From an optimization exercise on the open Yosys and OpenROAD flow, aimed at small area, a short achievable clock period and few clock cycles; shortcuts taken in it are not production practice.
Only simulation tests tie the RTL to the original design; equivalence was not proved.
Power and IR drop assume default switching activity.

<file path="flow/config.mk">
export PLATFORM = sky130hd
export DESIGN_NAME = mul_div_unit
export DESIGN_NICKNAME = mul_div_unit
export VERILOG_FILES = /design/flow/design.v
export SDC_FILE = /design/flow/constraint.sdc
export NUM_CORES = 4
export LEC_CHECK = 0
export CAP_MARGIN = 20
export CORE_MARGIN = 2
export CORE_UTILIZATION = 40
export SLEW_MARGIN = 20
</file>
<file path="flow/constraint.sdc">
create_clock -name core_clock -period 125.0 [get_ports {clk}]
set_input_delay 25.0000 -clock core_clock [delete_from_list [all_inputs] [get_ports {clk}]]
set_output_delay 25.0000 -clock core_clock [all_outputs]
set_load 0.01 [all_outputs]
</file>
<file path="flow/design.v">
package mul_div_unit_pkg;
  localparam logic [3:0] MDU_NONE  = 4'h0;
  localparam logic [3:0] MDU_MULT  = 4'h1;
  localparam logic [3:0] MDU_MULTU = 4'h2;
  localparam logic [3:0] MDU_DIV   = 4'h3;
  localparam logic [3:0] MDU_DIVU  = 4'h4;
  localparam logic [3:0] MDU_MFHI  = 4'h5;
  localparam logic [3:0] MDU_MFLO  = 4'h6;
  localparam logic [3:0] MDU_MTHI  = 4'h7;
  localparam logic [3:0] MDU_MTLO  = 4'h8;
  typedef enum logic [0:0] {StIdle, StRun} mdu_state_e;
endpackage
import mul_div_unit_pkg::*;
module mdu_add34
(
  input  logic [33:0] a,
  input  logic [33:0] b,
  input  logic        ci,
  output logic [33:0] s
);
  logic [34:0] c;
  assign c[0] = ci;
  for (genvar i = 0; i < 34; i++) begin : g_fa
    assign s[i]   = a[i] ^ b[i] ^ c[i];
    assign c[i+1] = (a[i] & b[i]) | (a[i] & c[i]) | (b[i] & c[i]);
  end
endmodule
module mdu_step
(
  input  logic        div,
  input  logic [32:0] x,
  input  logic [32:0] b,
  input  logic        lo0,
  output logic [32:0] x_n,
  output logic        q
);
  logic        xe;
  logic [33:0] s, r;
  logic        sel;
  assign xe = ~div & x[32];
  mdu_add34 u_add (
    .a  ({xe, x}),
    .b  ({b[32], b}),
    .ci (div),
    .s  (s)
  );
  assign sel = div ? ~s[33] : lo0;
  assign r   = sel ? s : {xe, x};
  assign x_n = div ? {r[31:0], lo0} : r[33:1];
  assign q   = div ? sel : r[0];
endmodule
module mdu_mstep
(
  input  logic [32:0] x,
  input  logic [32:0] b,
  input  logic        lo0,
  output logic [32:0] x_n,
  output logic        q
);
  logic [33:0] s;
  mdu_add34 u_add (
    .a  ({x[32], x}),
    .b  ({b[32], b} & {34{lo0}}),
    .ci (1'b0),
    .s  (s)
  );
  assign x_n = s[33:1];
  assign q   = s[0];
endmodule
module mdu_neg #(parameter int unsigned W = 32)
(
  input  logic         neg,
  input  logic [W-1:0] x,
  output logic [W-1:0] y
);
  logic [W:0] m;
  assign m[0] = 1'b0;
  for (genvar i = 0; i < W; i++) begin : g_bit
    assign y[i]   = x[i] ^ m[i];
    assign m[i+1] = m[i] | (neg & x[i]);
  end
endmodule
import mul_div_unit_pkg::*;
module mul_div_unit
(
  input  logic        clk,
  input  logic        reset,
  input  logic        start,
  input  logic        cancel,
  input  logic [3:0]  op,
  input  logic [31:0] rs_data,
  input  logic [31:0] rt_data,
  output logic        busy,
  output logic [31:0] read_data
);
  logic        run_q, fix_q, div_q, short_q, negq_q, negr_q;
  logic [3:0]  cnt_q;
  logic [32:0] hx_q, b_q;
  logic [31:0] lo_q;
  logic go, is_mul, is_div, sgn, an, dn, short_a;
  logic negp, negq;
  logic [32:0] p_in, p, q_in, q;
  logic [31:0] lo_rev, p_rev;
  assign busy = run_q | fix_q;
  assign go   = start & ~cancel & ~busy;
  assign is_mul = (op == MDU_MULT) || (op == MDU_MULTU);
  assign is_div = (op == MDU_DIV)  || (op == MDU_DIVU);
  assign sgn    = (op == MDU_MULT) || (op == MDU_DIV);
  assign an     = sgn & rs_data[31];
  assign dn     = sgn & rt_data[31];
  assign short_a = an ? (&rs_data[31:15]) : ~(|rs_data[31:16]);
  always_comb begin
    for (int i = 0; i < 32; i++) begin
      lo_rev[i] = lo_q[31-i];
      p_rev[i]  = p[31-i];
    end
  end
  assign negp = fix_q ? negq_q : an;
  assign negq = fix_q ? negr_q : (is_mul ? an : dn);
  assign p_in = fix_q                       ? {1'b0, lo_rev} :
                (is_div & short_a)          ? {an, rs_data[16:0], 15'd0} :
                                              {an, rs_data};
  assign q_in = fix_q ? {1'b0, hx_q[32:1]} : {dn, rt_data};
  mdu_neg #(.W(33)) u_negp (.neg(negp), .x(p_in), .y(p));
  mdu_neg #(.W(33)) u_negq (.neg(negq), .x(q_in), .y(q));
  logic [32:0] xm, x0, x1, x2, x3;
  logic        qm, q0, q1, q2;
  logic [31:0] lm, l0, l1, l2, l3;
  mdu_mstep u_sm (.x(hx_q), .b(b_q), .lo0(lo_q[0]), .x_n(xm), .q(qm));
  assign lm = {qm, lo_q[31:1]};
  assign x0 = div_q ? hx_q : xm;
  assign l0 = div_q ? lo_q : lm;
  mdu_step  u_s0 (.div(div_q), .x(x0), .b(b_q), .lo0(l0[0]), .x_n(x1), .q(q0));
  assign l1 = {q0, l0[31:1]};
  mdu_step  u_s1 (.div(div_q), .x(x1), .b(b_q), .lo0(l1[0]), .x_n(x2), .q(q1));
  assign l2 = {q1, l1[31:1]};
  mdu_step  u_s2 (.div(div_q), .x(x2), .b(b_q), .lo0(l2[0]), .x_n(x3), .q(q2));
  assign l3 = {q2, l2[31:1]};
  always_ff @(posedge clk) begin
    if (!reset) begin
      run_q  <= 1'b0;
      fix_q  <= 1'b0;
      div_q  <= 1'b0;
      short_q <= 1'b0;
      negq_q <= 1'b0;
      negr_q <= 1'b0;
      cnt_q  <= '0;
      hx_q   <= '0;
      lo_q   <= '0;
    end else if (run_q) begin
      cnt_q <= cnt_q - 4'd1;
      if (cnt_q == 4'd0) begin
        run_q <= 1'b0;
        fix_q <= div_q;
      end
      if (cnt_q == 4'd0 && short_q && !div_q) begin
        hx_q <= {{16{x3[32]}}, x3[32:16]};
        lo_q <= {x3[15:0], l3[31:16]};
      end else begin
        hx_q <= x3;
        lo_q <= l3;
      end
    end else if (fix_q) begin
      hx_q  <= {1'b0, q[31:0]};
      lo_q  <= p[31:0];
      fix_q <= 1'b0;
    end else if (go) begin
      if (is_mul) begin
        run_q   <= 1'b1;
        div_q   <= 1'b0;
        short_q <= short_a;
        cnt_q   <= short_a ? 4'd3 : 4'd7;
        hx_q    <= '0;
        lo_q    <= p[31:0];
      end else if (is_div && (rt_data != 32'd0)) begin
        run_q   <= 1'b1;
        div_q   <= 1'b1;
        short_q <= short_a;
        cnt_q   <= short_a ? 4'd5 : 4'd10;
        negq_q  <= an ^ dn;
        negr_q  <= an;
        hx_q    <= '0;
        lo_q    <= p_rev;
      end else if (op == MDU_MTHI) begin
        hx_q[31:0] <= p[31:0];
      end else if (op == MDU_MTLO) begin
        lo_q <= p[31:0];
      end
    end
  end
  always_ff @(posedge clk) begin
    if (!busy) b_q <= is_mul ? q : ~q;
  end
  assign read_data = op[0] ? hx_q[31:0] : lo_q;
endmodule
</file>
<file path="flow/run.sh">
#!/bin/bash
# synth_recipe.tcl (not shown) runs the flow's synth.tcl, then flattens the netlist and writes it again
# the make line also repeats each setting of config.mk as NAME=value (left out here)
make -C /OpenROAD-flow-scripts/flow DESIGN_CONFIG=/design/flow/config.mk WORK_HOME=/design/flow/orfs CLKGATE_MAP_FILE= SYNTH_SCRIPT=/design/flow/synth_recipe.tcl finish
</file>
==> flow_summary.ini, run 1 <==
[timing]
setup_violations = 0
fmax_ghz = 0.0193
hold_viol = 0
slew_headroom_pct = 21.1
fin_setup_tns_ns = 0
rsz0062_at_grt = no
fin_crit_sh_pct = 41.4
fin_skew_ns = 0.0173
period_needed_ns = 51.75
final_max_slew_viol_count = 0
worst_pin_slew_ns = 1.17

[flow_run]
cap_violations = 0

[global_routing]
overflow = 0
grt_pass1_vias = 15370
antenna_found_initial = 4
grt_util_all_layers_pct = 32.2
grt_max_degree = 75
grt_pass1_wl_um = 99400

[clock_network]
cts_hold_buf = 0
clk_path_buf_depth = 2
cts_sinks = 108
clock_latency_ns = 0.39
cts_tree = done
cts.htree.levels = 3
cts_buffers = 9
post_cts_resize_count = 0
path_clk_slew_ns = 0.08
cts_setup_buffers = 0
cts-root-buf = clkbuf_16

[yosys]
synth_cell_types = 98
synth_nets = 2135
netlist.area_leader.share_pct = 16.4
synth_edf_count = 33
synth_flop_cell = dfxtp_1
synth.area.top_cells = fa_1 (16%), dfxtp_1 (9.6%), mux2i_1 (8.7%)
synth-async-reset-ratio_pct = 0
synth.cell_area_um2 = 15600
synth_seq_cells = 108
synth_cells = 1926
yosys_warnings = 1
avgSynthCellArea_um2 = 8.10
yosysSeqAreaShare_pct = 16.0
synth.most_common_cell = nand2_1
yosysTopAreaCell = fa_1
ys_top_cells_by_count = nand2_1 (252), nor2_1 (144), mux2i_1 (136), o21ai_0 (135), a21oi_1 (134)

[place]
gp_congestion = 1.02
io_buffers = 104
hpwl_um = 50000

[setup_path]
crit_path_end_kind = output port
cp.required_ns = 100.00
reg2reg_depth = 126
crit_chain = buf_2 > mux2_2 > clkdlybuf4s50_1
crit_cells = 3
crit_arrival_ns = 26.75
worstSetupPathType = input port to output port
path_max_fanout = 45
crit_family = buffers and inverters
cp_slowest_cell = buf_2
crit_buf_inv = 2
startpoint_type = input port
worst_path_largest_cell_delay_ns = 0.80

[final_layout]
fill_cells = 3942
multi_input_area_um2 = 12200
drive_gt1_share_pct = 8.28
ff_latch_area_um2 = 2500
nets = 2148
syn_to_final_growth_pct = 11.4

[die]
coreArea_um2 = 38600
io_pins = 105
die_w_um = 201
dieArea_um2 = 40600
chipHeight_um = 201
rows = 72
initial_core_util_pct = 40.5

[min_path]
min_path_type = flip-flop to flip-flop
min_path_cells = 2

[power]
power_density_nw_per_um2 = 9.28
ir_worst_vdd_uv = 7.54
power_mw = 0.161
p_leak_nw = 6.58

[route]
first_pass_iters = 6
wl_um = 66000
vias = 15691
wl_per_cell_um = 26.8
drt_iter0_drc = 1654
remaining_drc_errors = 0
viasPerCell = 6.37
ant_nets = 0

[outcome]
status = complete, no violations
## kinds of logic after synthesis
kind of cell / Yosys count / synth area share, %
AO/OA/AOI/OAI: 550 / 23.7
AND/OR/NAND/NOR: 559 / 16.2
multiplexers: 194 / 12.9
buffers and inverters: 243 / 6.25
adder cells (fa/ha/maj): 137 / 17.1
flip-flops: 108 / 16.0
XOR/XNOR: 135 / 7.80
## worst reg2reg max path: cells and delay by family (launching register included)
kind / cells / cell delay, ns
buffers and inverters: 10 / 2.13
AO/OA/AOI/OAI: 9 / 2.76
AND/OR/NAND/NOR: 1 / 0.20
multiplexers: 4 / 1.23
adder cells (fa/ha/maj): 99 / 42.05
flip-flops: 1 / 0.91
XOR/XNOR: 3 / 0.57
## path summary, 6_finish.rpt
check	startpoint	endpoint	slack, ns
setup reg to reg	lo_q[0]	lo_q[31]	74.98
hold reg to reg	hx_q[32]	hx_q[32]	0.51
setup / recovery	op[0]	read_data[16]	73.25
hold / removal	hx_q[32]	hx_q[32]	0.51
## stage by stage
stage                     util (%)  std cells  hold slack (ns)  worst slack (ns)  cell area, um^2
final                         45.1       2464            0.509             73.25            17400
after CTS                     45.1       2462            0.510             73.26            17400
after detailed placement      44.2       2446            0.495             73.26            17100
after global placement        44.2       2446            0.487             73.33            17100
after floorplan                  -       1926            0.449             73.77            15600
after global routing          45.1       2462            0.538             73.19            17400
## flip-flops by register name (all words and copies together) (netlist names)
| register | flops |
|---|---|
| b_q | 33 |
| cnt_q | 4 |
| div_q | 1 |
| fix_q | 1 |
| hx_q | 33 |
| lo_q | 32 |
| negq_q | 1 |
| negr_q | 1 |
| run_q | 1 |
| short_q | 1 |
## cells in the final DEF (no fill, tap or decap), types with 11 or more instances in the layout
master,count
a211oi_1,27
a21oi_1,134
a221oi_1,32
a22o_1,14
a22oi_1,16
a31oi_1,31
buf_4,44
clkdlybuf4s50_1,103
dfxtp_1,71
edfxtp_1,33
fa_1,128
inv_1,93
mux2_2,58
mux2i_1,134
nand2_1,251
nand3_1,31
nand4_1,11
nor2_1,143
nor3_1,30
nor4_1,13
o211ai_1,23
o21ai_0,135
o221ai_1,15
o22ai_1,11
xnor2_1,96
xor2_1,36
## power by group
part	switching, mW	internal (mW)	leakage, nW	total [mW]
clock	0.0165	0.0172	0.161	0.0337
sequential	0.00734	0.0395	0.958	0.0469
combinational	0.0487	0.0322	5.46	0.0808
total	0.0725	0.0889	6.58	0.161
## area by class of cell
type | instances | area share [%]
Antenna cell | 2 | 0.0288
Multi-Input combinational cell | 1575 | 70.0
Clock buffer | 10 | 1.44
Sequential cell | 108 | 14.4
Tap cell | 518 | 3.73
Timing Repair Buffer | 148 | 7.86
Clock inverter | 6 | 0.417
Inverter | 97 | 2.10
## per-layer routing
| metal | vias to the layer above | wire, um | global-route usage (%) |
|---|---|---|---|
| met2 | 883 | 29000 | 49.5 |
| li1 | 6954 | - | - |
| met3 | 166 | 5910 | 5.30 |
| met4 | 0 | 3710 | 16.6 |
| met1 | 7688 | 27400 | 43.7 |
| met5 | - | 0 | 0 |
Testbench counts, summed over its fixed seeds: cycles 123,316.
==> inputs of run 2 (changes only) <==
--- a/flow/design.v
+++ b/flow/design.v
@@ -41,7 +41,7 @@
   mdu_add34 u_add (
     .a  ({xe, x}),
     .b  ({b[32], b}),
-    .ci (div),
+    .ci (1'b0),
     .s  (s)
   );
   assign sel = div ? ~s[33] : lo0;
@@ -97,10 +97,11 @@
   logic [3:0]  cnt_q;
   logic [32:0] hx_q, b_q;
   logic [31:0] lo_q;
-  logic go, is_mul, is_div, sgn, an, dn, short_a;
+  logic go, is_mul, is_div, sgn, an, dn, rs_s16, rt_s16, swap, mshort;
+  logic d18, d9, d3;
   logic negp, negq;
   logic [32:0] p_in, p, q_in, q;
-  logic [31:0] lo_rev, p_rev;
+  logic [31:0] lo_rev, p_rev, p_rev16, p_rev7, p_rev1;
   assign busy = run_q | fix_q;
   assign go   = start & ~cancel & ~busy;
   assign is_mul = (op == MDU_MULT) || (op == MDU_MULTU);
@@ -108,19 +109,48 @@
   assign sgn    = (op == MDU_MULT) || (op == MDU_DIV);
   assign an     = sgn & rs_data[31];
   assign dn     = sgn & rt_data[31];
-  assign short_a = an ? (&rs_data[31:15]) : ~(|rs_data[31:16]);
+  function automatic logic a_lt(input logic [31:0] v, input logic n, input int m);
+    logic all1, all0;
+    all1 = 1'b1;
+    all0 = 1'b1;
+    for (int i = 31; i >= 0; i--) begin
+      if (i >= m - 1) all1 = all1 & v[i];
+      if (i >= m)     all0 = all0 & ~v[i];
+    end
+    a_lt = n ? all1 : all0;
+  endfunction
+  function automatic logic a_ge(input logic [31:0] v, input logic n, input int m);
+    logic all1, any1;
+    all1 = 1'b1;
+    any1 = 1'b0;
+    for (int i = 31; i >= 0; i--) begin
+      if (i >= m) begin
+        all1 = all1 & v[i];
+        any1 = any1 | v[i];
+      end
+    end
+    a_ge = n ? ~all1 : any1;
+  endfunction
+  assign rs_s16 = a_lt(rs_data, an, 16);
+  assign rt_s16 = a_lt(rt_data, dn, 16);
+  assign swap   = is_mul & ~rs_s16 & rt_s16;
+  assign mshort = rs_s16 | rt_s16;
+  assign d18 = a_ge(rt_data, dn, 14) | a_lt(rs_data, an, 17);
+  assign d9  = a_ge(rt_data, dn, 23) | (a_lt(rs_data, an, 16) & a_ge(rt_data, dn, 7));
+  assign d3  = a_ge(rt_data, dn, 29) | (a_lt(rs_data, an, 16) & a_ge(rt_data, dn, 13));
   always_comb begin
     for (int i = 0; i < 32; i++) begin
       lo_rev[i] = lo_q[31-i];
       p_rev[i]  = p[31-i];
-    end
-  end
-  assign negp = fix_q ? negq_q : an;
-  assign negq = fix_q ? negr_q : (is_mul ? an : dn);
-  assign p_in = fix_q                       ? {1'b0, lo_rev} :
-                (is_div & short_a)          ? {an, rs_data[16:0], 15'd0} :
-                                              {an, rs_data};
-  assign q_in = fix_q ? {1'b0, hx_q[32:1]} : {dn, rt_data};
+      p_rev16[i] = (i <= 16) ? p[16-i] : 1'b0;
+      p_rev7[i]  = (i <= 7)  ? p[7-i]  : 1'b0;
+      p_rev1[i]  = (i <= 1)  ? p[1-i]  : 1'b0;
+    end
+  end
+  assign negp = fix_q ? negq_q : (swap ? dn : an);
+  assign negq = fix_q ? negr_q : (is_mul ? (swap ? dn : an) : ~dn);
+  assign p_in = fix_q ? {1'b0, lo_rev} : swap ? {dn, rt_data} : {an, rs_data};
+  assign q_in = fix_q ? {1'b0, hx_q[32:1]} : swap ? {an, rs_data} : {dn, rt_data};
   mdu_neg #(.W(33)) u_negp (.neg(negp), .x(p_in), .y(p));
   mdu_neg #(.W(33)) u_negq (.neg(negq), .x(q_in), .y(q));
   logic [32:0] xm, x0, x1, x2, x3;
@@ -138,15 +168,15 @@
   assign l3 = {q2, l2[31:1]};
   always_ff @(posedge clk) begin
     if (!reset) begin
-      run_q  <= 1'b0;
-      fix_q  <= 1'b0;
-      div_q  <= 1'b0;
+      run_q   <= 1'b0;
+      fix_q   <= 1'b0;
+      div_q   <= 1'b0;
       short_q <= 1'b0;
-      negq_q <= 1'b0;
-      negr_q <= 1'b0;
-      cnt_q  <= '0;
-      hx_q   <= '0;
-      lo_q   <= '0;
+      negq_q  <= 1'b0;
+      negr_q  <= 1'b0;
+      cnt_q   <= '0;
+      hx_q    <= '0;
+      lo_q    <= '0;
     end else if (run_q) begin
       cnt_q <= cnt_q - 4'd1;
       if (cnt_q == 4'd0) begin
@@ -168,19 +198,32 @@
       if (is_mul) begin
         run_q   <= 1'b1;
         div_q   <= 1'b0;
-        short_q <= short_a;
-        cnt_q   <= short_a ? 4'd3 : 4'd7;
+        short_q <= mshort;
+        cnt_q   <= mshort ? 4'd3 : 4'd7;
         hx_q    <= '0;
         lo_q    <= p[31:0];
       end else if (is_div && (rt_data != 32'd0)) begin
         run_q   <= 1'b1;
         div_q   <= 1'b1;
-        short_q <= short_a;
-        cnt_q   <= short_a ? 4'd5 : 4'd10;
         negq_q  <= an ^ dn;
         negr_q  <= an;
-        hx_q    <= '0;
-        lo_q    <= p_rev;
+        if (d3) begin
+          cnt_q <= 4'd0;
+          hx_q  <= {3'd0, p[31:2]};
+          lo_q  <= p_rev1;
+        end else if (d9) begin
+          cnt_q <= 4'd2;
+          hx_q  <= {9'd0, p[31:8]};
+          lo_q  <= p_rev7;
+        end else if (d18) begin
+          cnt_q <= 4'd5;
+          hx_q  <= {18'd0, p[31:17]};
+          lo_q  <= p_rev16;
+        end else begin
+          cnt_q <= 4'd10;
+          hx_q  <= '0;
+          lo_q  <= p_rev;
+        end
       end else if (op == MDU_MTHI) begin
         hx_q[31:0] <= p[31:0];
       end else if (op == MDU_MTLO) begin
@@ -189,7 +232,8 @@
     end
   end
   always_ff @(posedge clk) begin
-    if (!busy) b_q <= is_mul ? q : ~q;
-  end
-  assign read_data = op[0] ? hx_q[31:0] : lo_q;
-endmodule
+    if (!busy) b_q <= q;
+  end
+  assign read_data[15:0]  = op[0] ? hx_q[15:0]  : lo_q[15:0];
+  assign read_data[31:16] = op[1] ? lo_q[31:16] : hx_q[31:16];
+endmodule
==> flow/flow/run.sh (new file) <==
#!/bin/bash
# The standard layout, except that the port buffers it inserts use the
# smallest plain buffer (sky130_fd_sc_hd__buf_1) instead of the default
# delay buffer. Everything else, synthesis included, is the standard flow.
set -euo pipefail
bash standard.sh "BUFFER_PORTS_ARGS=-buffer_cell sky130_fd_sc_hd__buf_1" finish > standard_flow.log 2>&1
==> flow/standard.sh (new file) <==
#!/bin/bash
# synth_recipe.tcl (not shown) runs the flow's synth.tcl, then flattens the netlist and writes it again
# the make line also repeats each setting of config.mk as NAME=value (left out here)
make -C /OpenROAD-flow-scripts/flow DESIGN_CONFIG=/design/flow/config.mk WORK_HOME=/design/flow/orfs CLKGATE_MAP_FILE= SYNTH_SCRIPT=/design/flow/synth_recipe.tcl "${@:-finish}"
--- a/flow/config.mk
+++ b/flow/config.mk
@@ -5,6 +5,7 @@
 export SDC_FILE = /design/flow/constraint.sdc
 export NUM_CORES = 4
 export LEC_CHECK = 0
+export ABC_AREA = 1
 export CAP_MARGIN = 20
 export CORE_MARGIN = 2
 export CORE_UTILIZATION = 40
removed: flow/run.sh
==> flow_summary.ini, run 2 <==
[yosys]
synth_flop_cell = dfxtp_1
avgSynthCellArea_um2 = 6.40
synth.most_common_cell = nand2_1
synth_seq_cells = 108
synth_edf_count = 33
yosysSeqAreaShare_pct = 15.7
synth_cells = 2482
ys_top_cells_by_count = nand2_1 (697), o21ai_0 (350), inv_1 (271), a21oi_1 (157), nor2_1 (130)
synth-async-reset-ratio_pct = 0
synth_nets = 2688
netlist.area_leader.share_pct = 16.5
yosys_warnings = 1
synth_cell_types = 59
synth.area.top_cells = nand2_1 (16%), fa_1 (16%), o21ai_0 (11%)
synth.cell_area_um2 = 15900
yosysTopAreaCell = nand2_1

[timing]
hold_viol = 0
setup_violations = 0
worst_pin_slew_ns = 1.18
fmax_ghz = 0.0195
final_max_slew_viol_count = 0
period_needed_ns = 51.27
rsz0062_at_grt = no
fin_setup_tns_ns = 0
finalWorstSetupSlack_ns = 73.73
holdWs_ns = 0.511
slew_headroom_pct = 21.1
fin_crit_sh_pct = 41.0
fin_skew_ns = 0.0148

[clock_network]
clock_latency_ns = 0.39
path_clk_slew_ns = 0.08
cts_buffers = 9
clk_path_buf_depth = 2
cts_setup_buffers = 0
cts_sinks = 108
cts.htree.levels = 3
cts-root-buf = clkbuf_16
cts_tree = done
cts_hold_buf = 0
post_cts_resize_count = 0

[final_layout]
fill_cells = 4259
drive_gt1_share_pct = 5.98
final_common_cell = nand2_1
top_regs = b_q x33, hx_q x33, lo_q x32
nets = 2677
syn_to_final_growth_pct = 6.15
layout_common_cells = nand2_1 (696), o21ai_0 (348), inv_1 (267)
instances_no_fill = 3002

[place]
io_buffers = 104
dp_cells = 2983
place_ws_ns = 73.75
hpwl_um = 54400
gp_congestion = 1.04

[die]
dieArea_um2 = 41300
chipHeight_um = 203
coreArea_um2 = 39500
die_w_um = 203
rows = 73
io_pins = 105
initial_core_util_pct = 40.3

[setup_path]
startpoint_type = input port
crit_path_end_kind = output port
crit_start = op[0]
crit_arrival_ns = 26.27
path_max_fanout = 37
reg2reg_depth = 139
cp-endpoint = read_data[8]
r2r-end = lo_q[30]
worstSetupPathType = input port to output port
cp.required_ns = 100.00
r2r_slack_ns = 75.64
r2r-start = lo_q[0]

[flow_run]
cap_violations = 0

[route]
first_pass_iters = 6
remaining_drc_errors = 0
ant_nets = 0
wl_per_cell_um = 23.4
wl_um = 70400
viasPerCell = 5.99
vias = 17972
drt_iter0_drc = 2190

[global_routing]
grt_pass1_wl_um = 105000
grt_max_degree = 69
overflow = 0
grt_pass1_vias = 16782
grt_util_all_layers_pct = 33.8
antenna_found_initial = 3

[outcome]
status = complete, no violations

[min_path]
min_path_type = flip-flop to flip-flop

[power]
p_leak_nw = 6.79
power_density_nw_per_um2 = 9.31
power_mw = 0.157
ir_worst_vdd_uv = 6.25
-- run 2: changes by cell type after synthesis, sizes merged, moves of 29 or more --
cell   change
mux2i    -124
o21ai    +223
nand3     +62
inv      +183
mux2      -58
xnor2     -83
nand2    +461
o22ai     +29
-- run 2: report_power, final --
| group | switching [mW] | internal (mW) |
|---|---|---|
| clock network | 0.0166 | 0.0139 |
| registers | 0.00735 | 0.0395 |
| logic | 0.0533 | 0.0264 |
-- run 2: stage by stage --
step | area (um^2) | utilization (%)
floorplan | 15900 | -
global placement | 16500 | 41.9
detailed placement | 16500 | 41.9
CTS | 16800 | 42.7
global route | 16900 | 42.7
finish | 16900 | 42.7
-- run 2: how the worst min path moves through the flow --
stage,startpoint,endpoint,slack [ns],cells past startpoint
after floorplan,negq_q,negq_q,0.44,2
after global placement,negq_q,negq_q,0.49,2
after detailed placement,negq_q,negq_q,0.50,2
after CTS,negq_q,negq_q,0.51,2
after global routing,negq_q,negq_q,0.53,2
final,negq_q,negq_q,0.51,2
-- run 2: cell families (layout without fill, tap and decap cells) --
logic type	Yosys count	in the layout	share of synthesized area, %
buf+inv	442	436	10.8
fa+ha+maj	134	134	16.5
mux	12	12	0.756
simple gates	1017	1017	28.1
compound gates	720	720	25.5
flops	108	108	15.7
other cells	0	1	0
xor+xnor	49	49	2.70
-- run 2: critical path, stage by stage --
cell,delay [ns]
clkbuf_2,0.81
nor2_1,0.11
a21oi_1,0.16
buf_1,0.17
-- run 2: area by class of cell --
type,count,area [um^2],area share [%]
Inverter,283,1070,6.34
Clock buffer,9,225,1.34
Antenna cell,1,2.50,0.0148
Clock inverter,7,60.1,0.356
Tap cell,525,657,3.90
Sequential cell,108,2500,14.8
Multi-Input combinational cell,1932,11700,69.4
Timing Repair Buffer,137,653,3.87
-- run 2: layer usage --
layer / up-vias / global-route usage, % / share of wire, %
li1: 8214 / - / -
met1: 8581 / 46.6 / 42
met2: 1011 / 51.0 / 43
met3: 164 / 5.35 / 10
met4: 2 / 17.5 / 5.6
met5: - / 0 / 0.018
Testbench counts of run 2, summed over its fixed seeds: cycles 95,313.
==> inputs of run 3 (changes only) <==
--- a/flow/design.v
+++ b/flow/design.v
@@ -98,10 +98,10 @@
   logic [32:0] hx_q, b_q;
   logic [31:0] lo_q;
   logic go, is_mul, is_div, sgn, an, dn, rs_s16, rt_s16, swap, mshort;
-  logic d18, d9, d3;
+  logic d18, d3;
   logic negp, negq;
   logic [32:0] p_in, p, q_in, q;
-  logic [31:0] lo_rev, p_rev, p_rev16, p_rev7, p_rev1;
+  logic [31:0] lo_rev, p_rev, p_rev16, p_rev1;
   assign busy = run_q | fix_q;
   assign go   = start & ~cancel & ~busy;
   assign is_mul = (op == MDU_MULT) || (op == MDU_MULTU);
@@ -136,14 +136,12 @@
   assign swap   = is_mul & ~rs_s16 & rt_s16;
   assign mshort = rs_s16 | rt_s16;
   assign d18 = a_ge(rt_data, dn, 14) | a_lt(rs_data, an, 17);
-  assign d9  = a_ge(rt_data, dn, 23) | (a_lt(rs_data, an, 16) & a_ge(rt_data, dn, 7));
   assign d3  = a_ge(rt_data, dn, 29) | (a_lt(rs_data, an, 16) & a_ge(rt_data, dn, 13));
   always_comb begin
     for (int i = 0; i < 32; i++) begin
       lo_rev[i] = lo_q[31-i];
       p_rev[i]  = p[31-i];
       p_rev16[i] = (i <= 16) ? p[16-i] : 1'b0;
-      p_rev7[i]  = (i <= 7)  ? p[7-i]  : 1'b0;
       p_rev1[i]  = (i <= 1)  ? p[1-i]  : 1'b0;
     end
   end
@@ -211,10 +209,6 @@
           cnt_q <= 4'd0;
           hx_q  <= {3'd0, p[31:2]};
           lo_q  <= p_rev1;
-        end else if (d9) begin
-          cnt_q <= 4'd2;
-          hx_q  <= {9'd0, p[31:8]};
-          lo_q  <= p_rev7;
         end else if (d18) begin
           cnt_q <= 4'd5;
           hx_q  <= {18'd0, p[31:17]};
==> flow_summary.ini, run 3 <==
[yosys]
synth_nets = 2577
synth.area.top_cells = fa_1 (16%), nand2_1 (15%), o21ai_0 (10%)
netlist.area_leader.share_pct = 16.2
synth_cells = 2371
avgSynthCellArea_um2 = 6.58
synth_cell_types = 67
synth_edf_count = 33
ys_top_cells_by_count = nand2_1 (634), o21ai_0 (325), inv_1 (270), nor2_1 (131), fa_1 (126)
synth_seq_cells = 108
yosysTopAreaCell = fa_1
synth.most_common_cell = nand2_1
synth.cell_area_um2 = 15600
yosysSeqAreaShare_pct = 16.0
synth-async-reset-ratio_pct = 0
yosys_warnings = 1
synth_flop_cell = dfxtp_1

[clock_network]
cts.htree.levels = 3
cts-root-buf = clkbuf_16
cts_sinks = 108
cts_buffers = 9
post_cts_resize_count = 0
path_clk_slew_ns = 0.09
cts_setup_buffers = 0
cts_hold_buf = 0
clock_latency_ns = 0.39
clk_path_buf_depth = 2
cts_tree = done

[place]
gp_congestion = 0.989
dp_cells = 2867
hpwl_um = 50200
io_buffers = 104

[flow_run]
cap_violations = 0

[timing]
period_needed_ns = 51.18
fin_setup_tns_ns = 0
hold_viol = 0
fin_skew_ns = 0.0146
fmax_ghz = 0.0195
slew_headroom_pct = 28.8
setup_violations = 0
rsz0062_at_grt = no
final_max_slew_viol_count = 0
fin_crit_sh_pct = 40.9
worst_pin_slew_ns = 1.06

[setup_path]
crit_buf_inv = 2
crit_chain = clkbuf_2 > nor2_1 > a21oi_1 > buf_1
worstSetupPathType = input port to output port
crit_path_end_kind = output port
startpoint_type = input port
crit_arrival_ns = 26.18
path_max_fanout = 38
cp_slowest_cell = clkbuf_2
worst_path_largest_cell_delay_ns = 0.66
cp.required_ns = 100.00
crit_family = buffers and inverters

[outcome]
status = complete, no violations

[global_routing]
grt_max_degree = 87
grt_util_all_layers_pct = 31.8
overflow = 0
grt_pass1_wl_um = 98000
antenna_found_initial = 2
grt_pass1_vias = 15957

[route]
viasPerCell = 5.90
remaining_drc_errors = 0
wl_per_cell_um = 22.6
wl_um = 65200
ant_nets = 0
vias = 17009
drt_iter0_drc = 2152
first_pass_iters = 6

[final_layout]
drive_gt1_share_pct = 6.17
final_common_cell = nand2_1
top_regs = b_q x33, hx_q x33, lo_q x32
instances_no_fill = 2884
nets = 2566
syn_to_final_growth_pct = 6.53
layout_common_cells = nand2_1 (633), o21ai_0 (324), inv_1 (268)

[die]
die_w_um = 202
rows = 72
chipHeight_um = 202
coreArea_um2 = 38600
initial_core_util_pct = 40.5
dieArea_um2 = 40600
io_pins = 105

[power]
power_density_nw_per_um2 = 9.13
ir_worst_vdd_uv = 5.29
p_leak_nw = 6.57

[min_path]
min_path_type = flip-flop to flip-flop
[run 3: report_power, final]
group | switching (mW) | internal [mW] | total, mW
Sequential | 0.00667 | 0.0391 | 0.0458
Clock | 0.0159 | 0.0204 | 0.0363
Combinational | 0.0458 | 0.0240 | 0.0698
[run 3: cell families after synthesis]
group / Yosys count / share of synthesized area [%]
AOI/OAI and AO/OA: 681 / 25.5
xor gates and xnor gates: 54 / 3.13
adders and majority gates: 134 / 16.8
buffers and inverters: 437 / 10.9
DFF: 108 / 16.0
muxes: 30 / 2.04
and+or+nand+nor: 927 / 25.7
[run 3: per-layer routing]
| metal | track usage, % | share of wire [%] | up-vias |
|---|---|---|---|
| met5 | 0 | 0.020 | - |
| met4 | 15.7 | 5.3 | 2 |
| met3 | 7.21 | 9.9 | 151 |
| met2 | 48.6 | 43 | 850 |
| met1 | 42.3 | 41 | 8114 |
| li1 | - | - | 7892 |
[run 3: metrics by stage]
step / total power, mW / setup slack, ns / utilization (%) / hold slack, ns / instance area (um^2)
6_report: 0.152 / 73.82 / 43.1 / 0.489 / 16600
2_1_floorplan: 0.0921 / 74.32 / - / 0.424 / 15600
4_1_cts: 0.151 / 73.85 / 43.1 / 0.483 / 16600
3_3_place_gp: 0.113 / 73.91 / 42.2 / 0.451 / 16300
3_5_place_dp: 0.115 / 73.85 / 42.2 / 0.472 / 16300
5_1_grt: 0.163 / 72.45 / 43.1 / 0.522 / 16600
[run 3: area by class of cell]
| cell class | count | area [um^2] |
|---|---|---|
| Clock inverter | 6 | 118 |
| Clock buffer | 10 | 239 |
| Timing Repair Buffer | 134 | 618 |
| Sequential cell | 108 | 2500 |
| Tap cell | 518 | 648 |
| Fill cell | 4206 | 21900 |
| Inverter | 281 | 1060 |
| Multi-Input combinational cell | 1826 | 11500 |
| Antenna cell | 1 | 2.50 |
[run 3: path summary, 6_finish.rpt]
check,startpoint,to,slack (ns),cells past startpoint
setup / recovery,op[0],read_data[9],73.82,4
hold / removal,negr_q,negr_q,0.49,2
setup reg to reg,lo_q[0],hx_q[30],74.57,139
hold reg to reg,negr_q,negr_q,0.49,2
[run 3: worst min-delay path, stage by stage (launching register included)]
cell and delay, ns:
dfxtp_1 0.31, inv_1 0.07, a21oi_1 0.06
Testbench counts of run 3, summed over its fixed seeds: cycles 96,957.
==> inputs of run 4 (changes only) <==
--- a/flow/design.v
+++ b/flow/design.v
@@ -136,7 +136,9 @@
   assign swap   = is_mul & ~rs_s16 & rt_s16;
   assign mshort = rs_s16 | rt_s16;
   assign d18 = a_ge(rt_data, dn, 14) | a_lt(rs_data, an, 17);
-  assign d3  = a_ge(rt_data, dn, 29) | (a_lt(rs_data, an, 16) & a_ge(rt_data, dn, 13));
+  assign d3  = a_ge(rt_data, dn, 29) | (a_lt(rs_data, an, 16) & a_ge(rt_data, dn, 13)) |
+               (a_lt(rs_data, an, 13) & a_ge(rt_data, dn, 10)) |
+               (a_lt(rs_data, an, 8) & a_ge(rt_data, dn, 5));
   always_comb begin
     for (int i = 0; i < 32; i++) begin
       lo_rev[i] = lo_q[31-i];
@@ -147,8 +149,14 @@
   end
   assign negp = fix_q ? negq_q : (swap ? dn : an);
   assign negq = fix_q ? negr_q : (is_mul ? (swap ? dn : an) : ~dn);
-  assign p_in = fix_q ? {1'b0, lo_rev} : swap ? {dn, rt_data} : {an, rs_data};
-  assign q_in = fix_q ? {1'b0, hx_q[32:1]} : swap ? {an, rs_data} : {dn, rt_data};
+  logic sel_f, sel_s, sel_n;
+  assign sel_f = fix_q;
+  assign sel_s = ~fix_q & swap;
+  assign sel_n = ~fix_q & ~swap;
+  assign p_in = ({33{sel_f}} & {1'b0, lo_rev}) | ({33{sel_s}} & {dn, rt_data}) |
+                ({33{sel_n}} & {an, rs_data});
+  assign q_in = ({33{sel_f}} & {1'b0, hx_q[32:1]}) | ({33{sel_s}} & {an, rs_data}) |
+                ({33{sel_n}} & {dn, rt_data});
   mdu_neg #(.W(33)) u_negp (.neg(negp), .x(p_in), .y(p));
   mdu_neg #(.W(33)) u_negq (.neg(negq), .x(q_in), .y(q));
   logic [32:0] xm, x0, x1, x2, x3;
@@ -156,14 +164,45 @@
   logic [31:0] lm, l0, l1, l2, l3;
   mdu_mstep u_sm (.x(hx_q), .b(b_q), .lo0(lo_q[0]), .x_n(xm), .q(qm));
   assign lm = {qm, lo_q[31:1]};
-  assign x0 = div_q ? hx_q : xm;
-  assign l0 = div_q ? lo_q : lm;
+  assign x0 = ({33{div_q}} & hx_q) | ({33{~div_q}} & xm);
+  assign l0 = ({32{div_q}} & lo_q) | ({32{~div_q}} & lm);
   mdu_step  u_s0 (.div(div_q), .x(x0), .b(b_q), .lo0(l0[0]), .x_n(x1), .q(q0));
   assign l1 = {q0, l0[31:1]};
   mdu_step  u_s1 (.div(div_q), .x(x1), .b(b_q), .lo0(l1[0]), .x_n(x2), .q(q1));
   assign l2 = {q1, l1[31:1]};
   mdu_step  u_s2 (.div(div_q), .x(x2), .b(b_q), .lo0(l2[0]), .x_n(x3), .q(q2));
   assign l3 = {q2, l2[31:1]};
+  logic st_end, st_sh, ld_mul, ld_div, ld_d3, ld_d18, ld_dfull, ld_mthi, ld_mtlo;
+  assign st_end   = run_q & (cnt_q == 4'd0);
+  assign st_sh    = st_end & short_q & ~div_q;
+  assign ld_mul   = ~busy & go & is_mul;
+  assign ld_div   = ~busy & go & is_div & (rt_data != 32'd0);
+  assign ld_d3    = ld_div & d3;
+  assign ld_d18   = ld_div & ~d3 & d18;
+  assign ld_dfull = ld_div & ~d3 & ~d18;
+  assign ld_mthi  = ~busy & go & (op == MDU_MTHI);
+  assign ld_mtlo  = ~busy & go & (op == MDU_MTLO);
+  logic        hx_we, lo_we;
+  logic [32:0] hx_d;
+  logic [31:0] lo_d;
+  assign hx_we = ~reset | run_q | fix_q | ld_mul | ld_div | ld_mthi;
+  assign lo_we = ~reset | run_q | fix_q | ld_mul | ld_div | ld_mtlo;
+  assign hx_d  = ({33{reset & run_q & ~st_sh}} & x3) |
+                 ({33{reset & st_sh}}          & {{16{x3[32]}}, x3[32:16]}) |
+                 ({33{reset & fix_q}}          & {1'b0, q[31:0]}) |
+                 ({33{reset & ld_mthi}}        & {hx_q[32], p[31:0]}) |
+                 ({33{reset & ld_d3}}          & {3'd0, p[31:2]}) |
+                 ({33{reset & ld_d18}}         & {18'd0, p[31:17]});
+  assign lo_d  = ({32{reset & run_q & ~st_sh}} & l3) |
+                 ({32{reset & st_sh}}          & {x3[15:0], l3[31:16]}) |
+                 ({32{reset & (fix_q | ld_mul | ld_mtlo)}} & p[31:0]) |
+                 ({32{reset & ld_d3}}          & p_rev1) |
+                 ({32{reset & ld_d18}}         & p_rev16) |
+                 ({32{reset & ld_dfull}}       & p_rev);
+  always_ff @(posedge clk) begin
+    if (hx_we) hx_q <= hx_d;
+    if (lo_we) lo_q <= lo_d;
+  end
   always_ff @(posedge clk) begin
     if (!reset) begin
       run_q   <= 1'b0;
@@ -173,56 +212,25 @@
       negq_q  <= 1'b0;
       negr_q  <= 1'b0;
       cnt_q   <= '0;
-      hx_q    <= '0;
-      lo_q    <= '0;
     end else if (run_q) begin
       cnt_q <= cnt_q - 4'd1;
       if (cnt_q == 4'd0) begin
         run_q <= 1'b0;
         fix_q <= div_q;
       end
-      if (cnt_q == 4'd0 && short_q && !div_q) begin
-        hx_q <= {{16{x3[32]}}, x3[32:16]};
-        lo_q <= {x3[15:0], l3[31:16]};
-      end else begin
-        hx_q <= x3;
-        lo_q <= l3;
-      end
     end else if (fix_q) begin
-      hx_q  <= {1'b0, q[31:0]};
-      lo_q  <= p[31:0];
       fix_q <= 1'b0;
-    end else if (go) begin
-      if (is_mul) begin
-        run_q   <= 1'b1;
-        div_q   <= 1'b0;
-        short_q <= mshort;
-        cnt_q   <= mshort ? 4'd3 : 4'd7;
-        hx_q    <= '0;
-        lo_q    <= p[31:0];
-      end else if (is_div && (rt_data != 32'd0)) begin
-        run_q   <= 1'b1;
-        div_q   <= 1'b1;
-        negq_q  <= an ^ dn;
-        negr_q  <= an;
-        if (d3) begin
-          cnt_q <= 4'd0;
-          hx_q  <= {3'd0, p[31:2]};
-          lo_q  <= p_rev1;
-        end else if (d18) begin
-          cnt_q <= 4'd5;
-          hx_q  <= {18'd0, p[31:17]};
-          lo_q  <= p_rev16;
-        end else begin
-          cnt_q <= 4'd10;
-          hx_q  <= '0;
-          lo_q  <= p_rev;
-        end
-      end else if (op == MDU_MTHI) begin
-        hx_q[31:0] <= p[31:0];
-      end else if (op == MDU_MTLO) begin
-        lo_q <= p[31:0];
-      end
+    end else if (ld_mul) begin
+      run_q   <= 1'b1;
+      div_q   <= 1'b0;
+      short_q <= mshort;
+      cnt_q   <= mshort ? 4'd3 : 4'd7;
+    end else if (ld_div) begin
+      run_q   <= 1'b1;
+      div_q   <= 1'b1;
+      negq_q  <= an ^ dn;
+      negr_q  <= an;
+      cnt_q   <= d3 ? 4'd0 : d18 ? 4'd5 : 4'd10;
     end
   end
   always_ff @(posedge clk) begin
==> flow_summary.ini, run 4 <==
[yosys]
synth_nets = 2205
synth.area.top_cells = edfxtp_1 (20%), fa_1 (17%), nand2_1 (14%)
synth_cell_types = 60
synth-async-reset-ratio_pct = 0
synth.cell_area_um2 = 14800
yosys_warnings = 1
ys_top_cells_by_count = nand2_1 (534), o21ai_0 (222), inv_1 (211), nor2_1 (140), fa_1 (128)
yosysSeqAreaShare_pct = 21.2
netlist.area_leader.share_pct = 19.8
synth.most_common_cell = nand2_1
avgSynthCellArea_um2 = 7.42
yosysTopAreaCell = edfxtp_1
synth_edf_count = 98
synth_cells = 1999
synth_seq_cells = 108
synth_flop_cell = edfxtp_1

[die]
coreArea_um2 = 36500
dieArea_um2 = 38600
io_pins = 105
rows = 70
initial_core_util_pct = 40.6
chipHeight_um = 197
die_w_um = 197

[min_path]
min_path_type = flip-flop to flip-flop

[timing]
final_max_slew_viol_count = 0
fin_setup_tns_ns = 0
fmax_ghz = 0.0196
period_needed_ns = 50.95
slew_headroom_pct = 27.0
worst_pin_slew_ns = 1.09
rsz0062_at_grt = no
fin_crit_sh_pct = 40.8
setup_violations = 0
hold_viol = 0
fin_skew_ns = 0.0132

[clock_network]
cts_hold_buf = 0
clk_path_buf_depth = 2
cts_sinks = 108
cts.htree.levels = 3
path_clk_slew_ns = 0.08
cts_buffers = 9
clock_latency_ns = 0.37
post_cts_resize_count = 0
cts_tree = done
cts-root-buf = clkbuf_16
cts_setup_buffers = 0

[route]
wl_met2_um = 26700
first_pass_iters = 6
drt_iter0_drc = 2059
remaining_drc_errors = 0
wl_per_cell_um = 24.6
m1WireLength_um = 26200
route.met3.wl_um = 5350
vias = 15017
highest_layer = met4
viasPerCell = 6.01
wl_um = 61600
ant_nets = 0

[power]
ir_worst_vdd_uv = 5.90
p_leak_nw = 6.40
power_density_nw_per_um2 = 13.5
power_mw = 0.215

[setup_path]
cp.required_ns = 100.00
crit_chain = buf_1 > buf_4 > mux2_2 > buf_1
startpoint_type = input port
crit_arrival_ns = 25.95
cpMostUsedCell = buf_1
path_max_fanout = 34
crit_path_end_kind = output port
worstSetupPathType = input port to output port
cp_slowest_cell = mux2_2
worst_path_largest_cell_delay_ns = 0.38

[final_layout]
syn_to_final_growth_pct = 7.16
ff_latch_area_um2 = 3150
num_antenna_cells = 0
multi_input_area_um2 = 10500
nets = 2233
top_regs = b_q x33, hx_q x33, lo_q x32
layout_common_cells = nand2_1 (534), o21ai_0 (222), inv_1 (210)
drive_gt1_share_pct = 8.76
final_common_cell = nand2_1
fill_cells = 3748

[outcome]
status = complete, no violations

[place]
gp_congestion = 1.05
hpwl_um = 49900
io_buffers = 104

[global_routing]
grt_max_degree = 82
grt_pass1_wl_um = 90600
grt_pass1_vias = 14016
overflow = 0
grt_util_all_layers_pct = 31.9
antenna_found_initial = 1

[flow_run]
cap_violations = 0
## run 4: cell count changes after synthesis, sizes merged, moves of 17 or more
cell | before | now
xor2 | 42 | 23
o211ai | 81 | 9
mux2 | 15 | 51
inv | 276 | 214
edfxtp | 33 | 98
a221oi | 4 | 23
nand2 | 645 | 549
o21ai | 340 | 234
clkbuf | 118 | 90
a21oi | 114 | 60
o2111ai | 2 | 19
dfxtp | 75 | 10
## run 4: per-layer routing
layer  track usage (%)  vias to the layer above
met5                 0                        -
met4              15.5                        0
met3              3.35                      142
met2              48.8                      799
met1              45.1                     7269
li1                  -                     6807
## run 4: stage by stage
step	utilization, %	instance area [um^2]	instances	hold WS (ns)	setup slack (ns)
global placement	42.7	15600	2484	0.461	74.08
detailed placement	42.7	15600	2484	0.473	74.07
global route	43.5	15900	2500	0.509	73.56
finish	43.5	15900	2500	0.484	74.05
CTS	43.5	15900	2500	0.484	74.07
floorplan	-	14800	1999	0.440	74.37
## run 4: logic make-up after synthesis
| group | share of synthesized area, % |
|---|---|
| xor gates and xnor gates | 2.24 |
| AOI/OAI and AO/OA | 19.4 |
| DFF | 21.2 |
| muxes | 5.76 |
| buffers and inverters | 8.56 |
| and+or+nand+nor | 25.1 |
| adders and majority gates | 17.8 |
## run 4: worst max-delay path: cells and delay by family
kind,cells,cell delay (ns)
buf+inv,3,0.53
mux,1,0.38
## run 4: report_power, final
group          leakage (nW)  switching [mW]  internal (mW)
logic                  5.15          0.0842         0.0493
clock network         0.143          0.0146         0.0157
registers              1.11         0.00746         0.0438
total                  6.40           0.106          0.109
## run 4: path summary, 6_finish.rpt
path | depth (start not counted) | from | slack [ns] | to
worst max-delay path | 4 | op[0] | 74.05 | read_data[0]
worst min-delay path | 2 | short_q | 0.48 | short_q
worst max register to register | 122 | lo_q[0] | 75.38 | hx_q[1]
worst min register to register | 2 | short_q | 0.48 | short_q
## run 4: final cells by class
class	count	share of cell area [%]
tap	468	3.69
timing repair buffer	129	3.64
clock inverter	7	0.465
sequential	108	19.8
inverter	220	5.21
multi-input combinational	1559	65.8
clock buffer	9	1.42
Testbench counts of run 4, summed over its fixed seeds: cycles 96,176.
==> inputs of run 5 (changes only) <==
--- a/flow/design.v
+++ b/flow/design.v
@@ -97,7 +97,8 @@
   logic [3:0]  cnt_q;
   logic [32:0] hx_q, b_q;
   logic [31:0] lo_q;
-  logic go, is_mul, is_div, sgn, an, dn, rs_s16, rt_s16, swap, mshort;
+  logic go, is_mul, is_div, sgn, an, dn, rs_s16, rt_s16, rs_s12, rt_s12, swap, mshort, m12;
+  logic short12_q;
   logic d18, d3;
   logic negp, negq;
   logic [32:0] p_in, p, q_in, q;
@@ -133,8 +134,11 @@
   endfunction
   assign rs_s16 = a_lt(rs_data, an, 16);
   assign rt_s16 = a_lt(rt_data, dn, 16);
-  assign swap   = is_mul & ~rs_s16 & rt_s16;
+  assign rs_s12 = a_lt(rs_data, an, 12);
+  assign rt_s12 = a_lt(rt_data, dn, 12);
+  assign swap   = is_mul & ((~rs_s16 & rt_s16) | (~rs_s12 & rt_s12));
   assign mshort = rs_s16 | rt_s16;
+  assign m12    = rs_s12 | rt_s12;
   assign d18 = a_ge(rt_data, dn, 14) | a_lt(rs_data, an, 17);
   assign d3  = a_ge(rt_data, dn, 29) | (a_lt(rs_data, an, 16) & a_ge(rt_data, dn, 13)) |
                (a_lt(rs_data, an, 13) & a_ge(rt_data, dn, 10)) |
@@ -174,7 +178,9 @@
   assign l3 = {q2, l2[31:1]};
   logic st_end, st_sh, ld_mul, ld_div, ld_d3, ld_d18, ld_dfull, ld_mthi, ld_mtlo;
   assign st_end   = run_q & (cnt_q == 4'd0);
-  assign st_sh    = st_end & short_q & ~div_q;
+  assign st_sh    = st_end & short_q & ~short12_q & ~div_q;
+  logic st_sh12;
+  assign st_sh12  = st_end & short12_q & ~div_q;
   assign ld_mul   = ~busy & go & is_mul;
   assign ld_div   = ~busy & go & is_div & (rt_data != 32'd0);
   assign ld_d3    = ld_div & d3;
@@ -187,13 +193,15 @@
   logic [31:0] lo_d;
   assign hx_we = ~reset | run_q | fix_q | ld_mul | ld_div | ld_mthi;
   assign lo_we = ~reset | run_q | fix_q | ld_mul | ld_div | ld_mtlo;
-  assign hx_d  = ({33{reset & run_q & ~st_sh}} & x3) |
+  assign hx_d  = ({33{reset & run_q & ~st_sh & ~st_sh12}} & x3) |
+                 ({33{reset & st_sh12}}        & {{20{x3[32]}}, x3[32:20]}) |
                  ({33{reset & st_sh}}          & {{16{x3[32]}}, x3[32:16]}) |
                  ({33{reset & fix_q}}          & {1'b0, q[31:0]}) |
                  ({33{reset & ld_mthi}}        & {hx_q[32], p[31:0]}) |
                  ({33{reset & ld_d3}}          & {3'd0, p[31:2]}) |
                  ({33{reset & ld_d18}}         & {18'd0, p[31:17]});
-  assign lo_d  = ({32{reset & run_q & ~st_sh}} & l3) |
+  assign lo_d  = ({32{reset & run_q & ~st_sh & ~st_sh12}} & l3) |
+                 ({32{reset & st_sh12}}        & {x3[19:0], l3[31:20]}) |
                  ({32{reset & st_sh}}          & {x3[15:0], l3[31:16]}) |
                  ({32{reset & (fix_q | ld_mul | ld_mtlo)}} & p[31:0]) |
                  ({32{reset & ld_d3}}          & p_rev1) |
@@ -209,6 +217,7 @@
       fix_q   <= 1'b0;
       div_q   <= 1'b0;
       short_q <= 1'b0;
+      short12_q <= 1'b0;
       negq_q  <= 1'b0;
       negr_q  <= 1'b0;
       cnt_q   <= '0;
@@ -224,7 +233,8 @@
       run_q   <= 1'b1;
       div_q   <= 1'b0;
       short_q <= mshort;
-      cnt_q   <= mshort ? 4'd3 : 4'd7;
+      short12_q <= m12;
+      cnt_q   <= m12 ? 4'd2 : mshort ? 4'd3 : 4'd7;
     end else if (ld_div) begin
       run_q   <= 1'b1;
       div_q   <= 1'b1;
==> flow_summary.ini, run 5 <==
[die]
die_w_um = 198
chipHeight_um = 198
dieArea_um2 = 39100
rows = 70
io_pins = 105
initial_core_util_pct = 40.9
coreArea_um2 = 36800

[flow_run]
cap_violations = 0

[yosys]
yosys_warnings = 1
synth.most_common_cell = nand2_1
synth.cell_area_um2 = 15000
synth_seq_cells = 109
synth_cells = 2040
ys_top_cells_by_count = nand2_1 (517), inv_1 (230), o21ai_0 (204), nor2_1 (151), fa_1 (128)
synth_edf_count = 98
synth-async-reset-ratio_pct = 0
synth_cell_types = 54
synth.area.top_cells = edfxtp_1 (20%), fa_1 (17%), nand2_1 (13%)
synth_flop_cell = edfxtp_1
yosysSeqAreaShare_pct = 21.0
netlist.area_leader.share_pct = 19.6
avgSynthCellArea_um2 = 7.37
yosysTopAreaCell = edfxtp_1
synth_nets = 2246

[power]
power_mw = 0.239
power_density_nw_per_um2 = 14.9
p_leak_nw = 6.79
ir_worst_vdd_uv = 7.08

[setup_path]
worstSetupPathType = input port to output port
crit_path_end_kind = output port
cp_slowest_cell = clkbuf_2
worst_path_largest_cell_delay_ns = 0.73
cp.required_ns = 100.00
crit_family = buffers and inverters
crit_arrival_ns = 26.31
crit_chain = clkbuf_2 > o21ai_0 > buf_1
startpoint_type = input port
path_max_fanout = 37
crit_buf_inv = 2

[global_routing]
grt_pass1_wl_um = 95700
grt_util_all_layers_pct = 33.6
grt_max_degree = 77
grt_pass1_vias = 14692
overflow = 0
antenna_found_initial = 0

[route]
first_pass_iters = 6
drt_iter0_drc = 1938
wl_um = 65600
vias = 15570
viasPerCell = 6.12
remaining_drc_errors = 0
ant_nets = 0
wl_per_cell_um = 25.8

[clock_network]
post_cts_resize_count = 0
cts.htree.levels = 3
clock_latency_ns = 0.38
cts-root-buf = clkbuf_16
cts_hold_buf = 0
path_clk_slew_ns = 0.07
clk_path_buf_depth = 2
cts_sinks = 109
cts_tree = done
cts_buffers = 9
cts_setup_buffers = 0

[timing]
setup_violations = 0
period_needed_ns = 51.31
fin_crit_sh_pct = 41.0
final_max_slew_viol_count = 0
rsz0062_at_grt = no
fin_setup_tns_ns = 0
hold_viol = 0
slew_headroom_pct = 17.7
holdWs_ns = 0.479
finalWorstSetupSlack_ns = 73.69
worst_pin_slew_ns = 1.22
fmax_ghz = 0.0195
fin_skew_ns = 0.0163

[final_layout]
final_common_cell = nand2_1
drive_gt1_share_pct = 5.83
nets = 2276
utilization_pct = 43.8
design_area_um2 = 16100
syn_to_final_growth_pct = 7.13
top_regs = b_q x33, hx_q x33, lo_q x32
instances_no_fill = 2544
fill_cells = 3878
layout_common_cells = nand2_1 (516), inv_1 (229), o21ai_0 (201)

[place]
gp_congestion = 1.02
hpwl_um = 52500
io_buffers = 104
dp_cells = 2527
dpl-instance-area_um2 = 15800
place_ws_ns = 73.74

[min_path]
min_path_type = flip-flop to flip-flop

[outcome]
status = complete, no violations
-- run 5: changes by cell type in the layout (fill, tap and decap cells not counted), sizes merged, moves of 8 or more --
| cell | previous run | this run |
|---|---|---|
| a21oi | 60 | 74 |
| a31oi | 28 | 12 |
| inv | 216 | 237 |
| mux2 | 51 | 0 |
| mux2i | 28 | 89 |
| nand2 | 549 | 527 |
| nand3 | 71 | 80 |
| nand4 | 25 | 37 |
| nor2 | 163 | 171 |
| o211ai | 9 | 23 |
| o21ai | 234 | 210 |
| o221ai | 30 | 46 |
-- run 5: kinds of logic after synthesis --
logic type	Yosys count	share of synthesized area [%]
adder cells (fa/ha/maj)	134	17.6
buffers and inverters	353	8.92
multiplexers	89	5.93
AND/OR/NAND/NOR	842	24.5
AO/OA/AOI/OAI	472	19.6
flip-flops	109	21.0
XOR/XNOR	41	2.39
-- run 5: report_power, final --
part / switching [mW] / total (mW) / leakage (nW) / internal [mW]
combinational: 0.104 / 0.156 / 5.53 / 0.0517
clock: 0.0152 / 0.0308 / 0.147 / 0.0156
sequential: 0.00823 / 0.0526 / 1.12 / 0.0443
-- run 5: path summary, 6_finish.rpt --
check	cells after the start	slack (ns)	endpoint	start
hold reg to reg	2	0.48	short12_q	short12_q
setup reg to reg	139	74.24	hx_q[6]	lo_q[0]
hold / removal	2	0.48	short12_q	short12_q
setup / recovery	3	73.69	read_data[14]	op[0]
-- run 5: area by class of cell --
type                       instances  area, um^2  share of cell area [%]
antenna                            1        2.50                  0.0155
clock buffer                      10         229                    1.42
clock inverter                     6        62.6                   0.389
inverter                         241         907                    5.63
multi-input combinational       1578       10600                    65.5
sequential                       109        3170                    19.7
tap                              468         586                    3.64
timing repair buffer             131         594                    3.69
-- run 5: layer usage --
| metal | up-vias | wire length (um) | GRT usage [%] |
|---|---|---|---|
| met3 | 150 | 6680 | 5.88 |
| met5 | - | 0 | 0 |
| li1 | 6989 | - | - |
| met2 | 887 | 28000 | 50.4 |
| met4 | 0 | 3420 | 15.8 |
| met1 | 7544 | 27600 | 46.9 |
-- run 5: worst register-to-register path: cells and delay by family, from the launching register on --
family / cells / cell delay [ns]
AO/OA/AOI/OAI: 8 / 2.10
buffers and inverters: 10 / 2.06
adder cells (fa/ha/maj): 100 / 42.50
XOR/XNOR: 4 / 0.76
AND/OR/NAND/NOR: 17 / 2.68
flip-flops: 1 / 0.34
Testbench counts of run 5, summed over its fixed seeds: cycles 93,892.
==> inputs of run 6 (changes only) <==
--- a/flow/design.v
+++ b/flow/design.v
@@ -16,10 +16,12 @@
   input  logic [33:0] a,
   input  logic [33:0] b,
   input  logic        ci,
-  output logic [33:0] s
+  output logic [33:0] s,
+  output logic        c33       
 );
   logic [34:0] c;
   assign c[0] = ci;
+  assign c33  = c[33];
   for (genvar i = 0; i < 34; i++) begin : g_fa
     assign s[i]   = a[i] ^ b[i] ^ c[i];
     assign c[i+1] = (a[i] & b[i]) | (a[i] & c[i]) | (b[i] & c[i]);
@@ -38,13 +40,15 @@
   logic [33:0] s, r;
   logic        sel;
   assign xe = ~div & x[32];
+  logic        c33;
   mdu_add34 u_add (
-    .a  ({xe, x}),
-    .b  ({b[32], b}),
-    .ci (1'b0),
-    .s  (s)
+    .a   ({xe, x}),
+    .b   ({b[32], b}),
+    .ci  (1'b0),
+    .s   (s),
+    .c33 (c33)
   );
-  assign sel = div ? ~s[33] : lo0;
+  assign sel = div ? c33 : lo0;
   assign r   = sel ? s : {xe, x};
   assign x_n = div ? {r[31:0], lo0} : r[33:1];
   assign q   = div ? sel : r[0];
@@ -59,10 +63,11 @@
 );
   logic [33:0] s;
   mdu_add34 u_add (
-    .a  ({x[32], x}),
-    .b  ({b[32], b} & {34{lo0}}),
-    .ci (1'b0),
-    .s  (s)
+    .a   ({x[32], x}),
+    .b   ({b[32], b} & {34{lo0}}),
+    .ci  (1'b0),
+    .s   (s),
+    .c33 ()
   );
   assign x_n = s[33:1];
   assign q   = s[0];
--- a/flow/config.mk
+++ b/flow/config.mk
@@ -8,5 +8,6 @@
 export ABC_AREA = 1
 export CAP_MARGIN = 20
 export CORE_MARGIN = 2
-export CORE_UTILIZATION = 40
+export CORE_UTILIZATION = 52
+export PLACE_DENSITY = 0.68
 export SLEW_MARGIN = 20
==> flow_summary.ini, run 6 <==
[clock_network]
cts_buffers = 9
cts_setup_buffers = 0
cts_sinks = 109
cts_tree = done
cts.htree.levels = 3
cts-root-buf = clkbuf_16
clock_latency_ns = 0.39
cts_hold_buf = 0
post_cts_resize_count = 0
path_clk_slew_ns = 0.08
clk_path_buf_depth = 2

[route]
drt_iter0_drc = 2734
viasPerCell = 6.35
wl_per_cell_um = 25.2
first_pass_iters = 7
ant_nets = 0
vias = 16346
wl_um = 64800
remaining_drc_errors = 0

[power]
seqPwrFrac_pct = 24.0
intPower_mw = 0.104
p_comb_share_pct = 62.2
netSwitchingFraction_pct = 52.6
ir_worst_vdd_uv = 7.12
clkPwrFrac_pct = 13.8
p_sw_mw = 0.116
power_density_nw_per_um2 = 13.7
p_leak_nw = 6.69

[timing]
holdWs_ns = 0.518
setup_violations = 0
rsz0062_at_grt = no
fmax_ghz = 0.0196
worst_pin_slew_ns = 1.05
hold_viol = 0
fin_crit_sh_pct = 40.8
slew_headroom_pct = 29.0
fin_setup_tns_ns = 0
period_needed_ns = 51.05
final_max_slew_viol_count = 0
fin_skew_ns = 0.0171

[setup_path]
worstSetupPathType = input port to output port
cp_slowest_cell = o21ai_0
crit_chain = buf_1 > buf_4 > o21ai_0 > buf_1
crit_path_end_kind = output port
startpoint_type = input port
path_max_fanout = 34
worst_path_largest_cell_delay_ns = 0.51
cp.required_ns = 100.00
reg2reg_depth = 131
cpMostUsedCell = buf_1
crit_arrival_ns = 26.05

[die]
coreArea_um2 = 28600
initial_core_util_pct = 52.7
chipHeight_um = 174
io_pins = 105
dieArea_um2 = 30400
die_w_um = 174
rows = 62

[place]
hpwl_um = 51400
io_buffers = 104
gp_congestion = 1.08

[yosys]
synth_flop_cell = edfxtp_1
synth_cells = 2157
synth_cell_types = 50
synth.cell_area_um2 = 15100
synth_seq_cells = 109
yosysSeqAreaShare_pct = 21.0
synth.most_common_cell = nand2_1
ys_top_cells_by_count = nand2_1 (647), inv_1 (226), o21ai_0 (223), nor2_1 (166), fa_1 (128)
synth.area.top_cells = edfxtp_1 (19%), fa_1 (17%), nand2_1 (16%)
synth_nets = 2363
yosysTopAreaCell = edfxtp_1
synth-async-reset-ratio_pct = 0
avgSynthCellArea_um2 = 7.00
synth_edf_count = 98
yosys_warnings = 1
netlist.area_leader.share_pct = 19.5

[global_routing]
antenna_found_initial = 3
grt_util_all_layers_pct = 42.5
grt_pass1_vias = 15102
grt_max_degree = 76
overflow = 0
grt_pass1_wl_um = 95700

[final_layout]
layout_common_cells = nand2_1 (647), inv_1 (225), o21ai_0 (223)
top_regs = b_q x33, hx_q x33, lo_q x32
final_common_cell = nand2_1
multi_input_area_um2 = 10600
ff_latch_area_um2 = 3170
nets = 2389
drive_gt1_share_pct = 5.26
fill_cells = 2806
utilization_pct = 56.0
syn_to_final_growth_pct = 6.24

[min_path]
min_path_cells = 2
min_path_type = flip-flop to flip-flop

[outcome]
status = complete, no violations

[flow_run]
cap_violations = 0
-- run 6: logic make-up after synthesis --
logic type	Yosys count	synth area share (%)
compound gates	499	20.5
mux	20	1.33
xor+xnor	38	2.21
flops	109	21.0
simple gates	1000	28.5
buf+inv	357	9.03
fa+ha+maj	134	17.5
-- run 6: critical path, delay by kind of cell --
| kind | cells | cell delay [ns] |
|---|---|---|
| buf+inv | 3 | 0.52 |
| compound gates | 1 | 0.51 |
-- run 6: through the flow --
| stage | power, mW | area (um^2) | setup WS [ns] | instances |
|---|---|---|---|---|
| 6_report | 0.220 | 16000 | 73.95 | 2573 |
| 5_1_grt | 0.237 | 16000 | 72.56 | 2572 |
| 4_1_cts | 0.216 | 16000 | 74.02 | 2572 |
| 3_5_place_dp | 0.186 | 15800 | 74.02 | 2556 |
| 3_3_place_gp | 0.183 | 15800 | 74.02 | 2556 |
| 2_1_floorplan | 0.142 | 15100 | 74.34 | 2157 |
-- run 6: layer usage --
layer	share of wire (%)	vias up	track usage, %
met5	0.034	-	0
met4	6.2	4	22.4
met3	13	210	11.4
met2	41	1143	61.0
met1	39	7650	58.6
li1	-	7339	-
-- run 6: path summary, 6_finish.rpt --
path	start	endpoint	slack [ns]
min reg2reg	cnt_q[0]	cnt_q[0]	0.52
max	op[1]	read_data[17]	73.95
max reg2reg	lo_q[0]	hx_q[3]	74.40
min	cnt_q[0]	cnt_q[0]	0.52
-- run 6: layout make-up --
type | count | area share (%)
antenna | 1 | 0.0156
clock buffer | 9 | 1.40
clock inverter | 7 | 0.359
inverter | 235 | 5.52
multi-input combinational | 1691 | 66.0
sequential | 109 | 19.8
tap | 384 | 3.00
timing repair buffer | 137 | 3.98
-- run 6: power by group through the flow --
stage / logic [mW] / clock network (mW) / registers (mW)
final: 0.137 / 0.0304 / 0.0530
after global routing: 0.153 / 0.0310 / 0.0533
after CTS: 0.134 / 0.0301 / 0.0525
after detailed placement: 0.133 / 0 / 0.0533
after global placement: 0.130 / 0 / 0.0533
after floorplan: 0.0924 / 0 / 0.0491
Testbench counts of run 6, summed over its fixed seeds: cycles 93,892.

## re-timing with driven ports
The flow's constraints put no driver on any port. The routed layouts listed below were extracted and timed again, unchanged, in two steps.
Step 1 (the two cells are an assumption about what drives the block):
set clk [get_ports {clk}]
set_driving_cell -lib_cell sky130_fd_sc_hd__clkbuf_16 $clk
set_driving_cell -lib_cell sky130_fd_sc_hd__buf_2 [delete_from_list [all_inputs] $clk]
Step 2 times the ports against the registers' clock, not the clock port: input delays grow and output delays shrink by t, the midpoint of the rising clock arrivals with the driver on.
a / b / c = ideal / step 1 / step 2; a / b = the first two.
| run | t, ns | slack for setup (ns) | clock arrival spread, ns | worst register clock-pin slew, ns |
|---|---|---|---|---|
| run 1 | 0.430 | 73.253 / 73.229 / 73.229 | 0.018 / 0.018 | 0.10 / 0.10 |
| run 2 | 0.433 | 73.731 / 73.711 / 73.711 | 0.015 / 0.014 | 0.09 / 0.09 |
| run 3 | 0.423 | 73.818 / 73.791 / 73.791 | 0.014 / 0.015 | 0.09 / 0.09 |
| run 4 | 0.415 | 74.049 / 74.028 / 74.028 | 0.013 / 0.014 | 0.08 / 0.08 |
| run 5 | 0.427 | 73.694 / 73.673 / 73.673 | 0.016 / 0.017 | 0.09 / 0.09 |
| run 6 | 0.428 | 73.953 / 73.932 / 73.932 | 0.017 / 0.017 | 0.09 / 0.09 |
After both steps every run listed still meets setup and hold. The setup slack of run 3, which loses most, moves by -0.027 ns with the drivers and by -0.027 ns with both steps.
